This is an optimization exercise on Yosys and OpenROAD, whose aim is small area, a short achievable clock period and few clock cycles per item, not a production implementation. At most, simulation tests tie the RTL to the original design; equivalence was not proved.

==> flow/design.v <==
package mep_pkg;
    localparam int RADIUS_W = 5;
    localparam int FIELD_W  = 10;
    localparam int SQ_W     = 2 * RADIUS_W;
    localparam int K_W      = 17;
    localparam int T_W      = 16;
    localparam int COORD_BITS_DEFAULT = 11;
    localparam int CFG_IDX_W = 1;
    localparam logic [RADIUS_W-1:0] RADIUS_X_RESET = 5'd5;
    localparam logic [RADIUS_W-1:0] RADIUS_Y_RESET = 5'd2;
endpackage
import mep_pkg::*;
module midpoint_ellipse_points #(
    parameter int COORD_BITS = COORD_BITS_DEFAULT
) (
    input  logic                  clk,
    input  logic                  rst_n,
    input  logic                  cfg_we,
    input  logic [CFG_IDX_W-1:0]  cfg_index,
    input  logic [RADIUS_W-1:0]   cfg_data,
    input  logic                  in_valid,
    output logic                  in_ready,
    input  logic [FIELD_W-1:0]    center_x,
    input  logic [FIELD_W-1:0]    center_y,
    input  logic [FIELD_W-1:0]    shift_x,
    output logic                  out_valid,
    input  logic                  out_ready,
    output logic [COORD_BITS-1:0] x_right,
    output logic [COORD_BITS-1:0] x_left,
    output logic [COORD_BITS-1:0] y_upper,
    output logic [COORD_BITS-1:0] y_lower,
    output logic                  last_point
);
    logic [RADIUS_W-1:0] ra_reg, rb_reg;
    always_ff @(posedge clk or negedge rst_n)
    begin
        if (!rst_n)
        begin
            ra_reg <= RADIUS_X_RESET;
            rb_reg <= RADIUS_Y_RESET;
        end
        else if (cfg_we)
        begin
            if (cfg_index == 1'b0) ra_reg <= cfg_data;
            else                   rb_reg <= cfg_data;
        end
    end
    logic                  q_v, q_rdy;
    logic [2:0]            q_cnt;
    logic [FIELD_W-1:0]    q_cx, q_cy, q_sh;
    logic [SQ_W-1:0]       q_a2, q_b2;
    logic [RADIUS_W-1:0]   q_b;
    logic signed [T_W-1:0] q_t;
    logic                  load;
    assign in_ready = !q_v;
    assign q_rdy    = q_v && (q_cnt == 3'd5);
    always_ff @(posedge clk or negedge rst_n)
    begin
        if (!rst_n)
        begin
            q_v <= 1'b0;
        end
        else
        begin
            if (!q_v)      q_v <= in_valid;
            else if (load) q_v <= 1'b0;
        end
    end
    always_ff @(posedge clk)
    begin
        if (!q_v)
        begin
            q_cx  <= center_x;
            q_cy  <= center_y;
            q_sh  <= shift_x;
            q_a2  <= ra_reg * ra_reg;
            q_b2  <= rb_reg * rb_reg;
            q_b   <= rb_reg;
            q_cnt <= 3'd0;
            q_t   <= '0;
        end
        else if (q_cnt != 3'd5)
        begin
            q_cnt <= q_cnt + 3'd1;
            q_b   <= {q_b[RADIUS_W-2:0], q_b[RADIUS_W-1]};
            q_t   <= (q_t <<< 1) - (q_b[RADIUS_W-1] ? T_W'(q_a2) : T_W'(0));
        end
    end
    logic                       w_v, w_r2, w_sw1, w_sw2, w_ey0;
    logic [RADIUS_W-1:0]        w_ex, w_ey;
    logic signed [FIELD_W+1:0]  w_cxs;
    logic [FIELD_W-1:0]         w_cy;
    logic signed [K_W-1:0]      w_k, w_p, w_q, w_g;
    logic [SQ_W-1:0]            w_a2, w_b2;
    logic [SQ_W:0]              w_s;
    logic signed [SQ_W:0]       w_c;
    logic o_v;
    logic out_en, cont1, last, emit, step, adv, step_s, sw;
    assign sw     = w_sw1 || w_sw2;
    assign cont1  = w_g[K_W-1];
    assign last   = w_ey0 && (w_r2 || !cont1);
    assign out_en = !o_v || out_ready;
    assign emit   = w_v && !sw && out_en;
    assign step   = emit && !last;
    assign adv    = step || sw;
    assign load   = q_rdy && (!w_v || (emit && last));
    assign step_s = w_k[K_W-1] ^ w_r2;
    logic signed [K_W-1:0] a2_k, b2_k, s2_k, inc_p;
    logic signed [K_W-1:0] k_a, k_b, p_a, q_a, q_b2s, g_a, g_b;
    logic signed [K_W-1:0] k_n, p_n, q_n, g_n;
    assign a2_k  = K_W'(w_a2);
    assign b2_k  = K_W'(w_b2);
    assign s2_k  = K_W'(w_s) <<< 1;
    assign inc_p = w_r2 ? a2_k <<< 1 : b2_k <<< 1;
    assign k_a   = w_k + w_p;
    assign k_b   = w_k + (w_sw1 ? (w_q >>> 1) : w_q);
    assign p_a   = (w_sw1 ? K_W'(w_c) : (w_sw2 ? w_g : w_p))
                 + (w_sw1 ? ~w_p : (w_sw2 ? a2_k : inc_p)) + K_W'(w_sw1);
    assign q_a   = w_q + (w_sw1 ? ~b2_k : (w_sw2 ? a2_k : inc_p)) + K_W'(w_sw1);
    assign q_b2s = w_q + s2_k;
    assign g_a   = (w_sw1 ? w_q : w_g) + (w_sw1 ? ~w_p : b2_k) + K_W'(w_sw1);
    assign g_b   = w_g + K_W'(w_s);
    assign k_n = w_sw1 ? k_b : (w_sw2 ? k_a : (step_s ? k_a : k_b));
    assign p_n = p_a;
    assign q_n = (sw || step_s) ? q_a : q_b2s;
    assign g_n = (w_sw1 || step_s) ? g_a : g_b;
    logic [RADIUS_W-1:0] ex_n, ey_n;
    logic                ey_dec;
    assign ey_dec = w_r2 || !step_s;
    assign ex_n   = (!w_r2 || !step_s) ? w_ex + 1'b1 : w_ex;
    assign ey_n   = ey_dec ? w_ey - 1'b1 : w_ey;
    logic signed [K_W-1:0] qa2_k, qb2_k, qt_k;
    assign qa2_k = K_W'(q_a2);
    assign qb2_k = K_W'(q_b2);
    assign qt_k  = K_W'(q_t);
    always_ff @(posedge clk or negedge rst_n)
    begin
        if (!rst_n)
        begin
            w_v   <= 1'b0;
            w_sw1 <= 1'b0;
            w_sw2 <= 1'b0;
        end
        else
        begin
            if (load)              w_v <= 1'b1;
            else if (emit && last) w_v <= 1'b0;
            if (load)
                w_sw1 <= (q_t == '0) && (q_b != '0);
            else if (step)
                w_sw1 <= !w_r2 && !g_n[K_W-1] && (ey_n != '0);
            else
                w_sw1 <= 1'b0;
            w_sw2 <= w_sw1;
        end
    end
    always_ff @(posedge clk)
    begin
        if (load)
        begin
            w_r2  <= 1'b0;
            w_ex  <= '0;
            w_ey  <= q_b;
            w_ey0 <= (q_b == '0);
            w_cxs <= {{2{q_cx[FIELD_W-1]}}, q_cx} + {2'b00, q_sh};
            w_cy  <= q_cy;
            w_a2  <= q_a2;
            w_b2  <= q_b2;
            w_s   <= {1'b0, q_a2} + {1'b0, q_b2};
            w_g   <= qt_k;
            w_c   <= (SQ_W+1)'(3 * (q_b2 >> 2)) - (SQ_W+1)'(q_a2 >> 2)
                     + (SQ_W+1)'({q_b2[0], 1'b0}) - (SQ_W+1)'(1);
            w_k   <= qb2_k + qt_k + K_W'(q_a2 >> 2);
            w_p   <= (qb2_k <<< 1) + qb2_k;
            w_q   <= (qa2_k <<< 1) + (qb2_k <<< 1) + qb2_k + (qt_k <<< 1);
        end
        else if (adv)
        begin
            w_k <= k_n;
            w_p <= p_n;
            w_q <= q_n;
            w_g <= g_n;
            if (w_sw2) w_r2 <= 1'b1;
            if (step)
            begin
                w_ex  <= ex_n;
                w_ey  <= ey_n;
                w_ey0 <= (ey_n == '0);
            end
        end
    end
    logic signed [FIELD_W+1:0] xr_s, xl_s;
    logic [COORD_BITS-1:0]     x_right_reg, x_left_reg, y_upper_reg, y_lower_reg;
    logic                      last_point_reg;
    assign xr_s = w_cxs + {7'b0, w_ex};
    assign xl_s = w_cxs - {7'b0, w_ex};
    function automatic logic [COORD_BITS-1:0] sat_hi(input logic signed [FIELD_W+1:0] v);
        if (!v[FIELD_W+1] && v[FIELD_W]) sat_hi = {1'b0, {(COORD_BITS-1){1'b1}}};
        else                             sat_hi = v[COORD_BITS-1:0];
    endfunction
    always_ff @(posedge clk or negedge rst_n)
    begin
        if (!rst_n)
        begin
            o_v <= 1'b0;
        end
        else
        begin
            o_v <= emit || (o_v && !out_ready);
        end
    end
    always_ff @(posedge clk)
    begin
        if (emit)
        begin
            x_right_reg    <= sat_hi(xr_s);
            x_left_reg     <= sat_hi(xl_s);
            y_upper_reg    <= {w_cy[FIELD_W-1], w_cy} + {6'b0, w_ey};
            y_lower_reg    <= {w_cy[FIELD_W-1], w_cy} - {6'b0, w_ey};
            last_point_reg <= last;
        end
    end
    assign out_valid  = o_v;
    assign x_right    = x_right_reg;
    assign x_left     = x_left_reg;
    assign y_upper    = y_upper_reg;
    assign y_lower    = y_lower_reg;
    assign last_point = last_point_reg;
endmodule
Settings: LEC_CHECK=0, CAP_MARGIN=20, CORE_MARGIN=2, CORE_UTILIZATION=40, SETUP_SLACK_MARGIN=5, SLEW_MARGIN=20; clock period 9.0 ns.
run.sh (not shown) runs the stock make flow with config.mk's settings and CLKGATE_MAP_FILE= SYNTH_SCRIPT=/design/flow/synth_recipe.tcl, a recipe that flattens the netlist after the stock synthesis.
Then changed:
--- a/flow/design.v
+++ b/flow/design.v
@@ -50,21 +50,27 @@
     logic [FIELD_W-1:0]    q_cx, q_cy, q_sh;
     logic [SQ_W-1:0]       q_a2, q_b2;
     logic [RADIUS_W-1:0]   q_b;
     logic signed [T_W-1:0] q_t;
+    logic [SQ_W+2:0]       q_k1;
+    logic [SQ_W:0]         q_bf;
+    logic signed [SQ_W:0]  q_c;
+    logic                  q_v_n, in_ready_reg;
     logic                  load;
-    assign in_ready = !q_v;
     assign q_rdy    = q_v && (q_cnt == 3'd5);
-    always_ff @(posedge clk or negedge rst_n)
-    begin
-        if (!rst_n)
-        begin
-            q_v <= 1'b0;
+    assign q_v_n    = q_v ? !load : in_valid;
+    assign in_ready = in_ready_reg;
+    always_ff @(posedge clk or negedge rst_n)
+    begin
+        if (!rst_n)
+        begin
+            q_v          <= 1'b0;
+            in_ready_reg <= 1'b1;
         end
         else
         begin
-            if (!q_v)      q_v <= in_valid;
-            else if (load) q_v <= 1'b0;
+            q_v          <= q_v_n;
+            in_ready_reg <= !q_v_n;
         end
     end
     always_ff @(posedge clk)
     begin
@@ -83,8 +89,12 @@
         begin
             q_cnt <= q_cnt + 3'd1;
             q_b   <= {q_b[RADIUS_W-2:0], q_b[RADIUS_W-1]};
             q_t   <= (q_t <<< 1) - (q_b[RADIUS_W-1] ? T_W'(q_a2) : T_W'(0));
+            q_k1  <= {q_a2, 1'b0} + {q_b2, 1'b0} + {3'b0, q_b2};
+            q_bf  <= {1'b0, q_b2} + {3'b0, q_a2[SQ_W-1:2]};
+            q_c   <= (SQ_W+1)'(3 * (q_b2 >> 2)) - (SQ_W+1)'(q_a2 >> 2)
+                     + (SQ_W+1)'({q_b2[0], 1'b0}) - (SQ_W+1)'(1);
         end
     end
     logic                       w_v, w_r2, w_sw1, w_sw2, w_ey0;
     logic [RADIUS_W-1:0]        w_ex, w_ey;
@@ -167,13 +177,12 @@
             w_a2  <= q_a2;
             w_b2  <= q_b2;
             w_s   <= {1'b0, q_a2} + {1'b0, q_b2};
             w_g   <= qt_k;
-            w_c   <= (SQ_W+1)'(3 * (q_b2 >> 2)) - (SQ_W+1)'(q_a2 >> 2)
-                     + (SQ_W+1)'({q_b2[0], 1'b0}) - (SQ_W+1)'(1);
-            w_k   <= qb2_k + qt_k + K_W'(q_a2 >> 2);
+            w_c   <= q_c;
+            w_k   <= K_W'(q_bf) + qt_k;
             w_p   <= (qb2_k <<< 1) + qb2_k;
-            w_q   <= (qa2_k <<< 1) + (qb2_k <<< 1) + qb2_k + (qt_k <<< 1);
+            w_q   <= K_W'(q_k1) + (qt_k <<< 1);
         end
         else if (adv)
         begin
             w_k <= k_n;
Effect:
- count of clock-buffer cells in the layout is higher by 5
- clock skew went down by 11 ps
- sequential cell count rose by 36
- routed wire length is higher by a few percent
- worst setup slack improves by 91 ps
- via count rose by a few percent
- synthesized cell count came out higher by a few percent
- core utilization shrinks by 0.23 points
- non-clock buffer count drops by 17
- maximum frequency climbs by a few percent
- die area goes up by a few percent
Testbench counts after the change, summed over its fixed seeds: cycles 66,057, points 61,632.
Function not checked in the first run of this note: the RTL went through the layout flow alone.

[afterwards: timing with drivers on the ports]
The results above use ideal ports. As a check the final layouts listed here were re-extracted and re-timed, cells and wires unchanged.
Step 1 sets driving cells, clkbuf_16 on the clock port and buf_2 on the other inputs (assumed; they add their load-dependent delay and slew).
Step 2, shift: input delay + t, output delay - t, t = (earliest + latest rising clock arrival at the registers) / 2. This alone moves slack from input paths to output paths.
Slacks: no drivers / after step 1 / after step 2; pairs: no drivers / after step 1.
run | shift t [ns] | slack for setup (ns) | worst setup path at the end | clock arrival spread, ns
the first run | 0.595 | 5.095 / 5.095 / 4.527 | input to register | 0.024 / 0.024
the second run | 0.609 | 5.186 / 5.186 / 4.615 | input to register | 0.014 / 0.015
After both steps setup and hold are still met in every run listed. The setup slack of the second run, which loses most, moves by 0.000 ns with the drivers and by -0.571 ns with both steps.
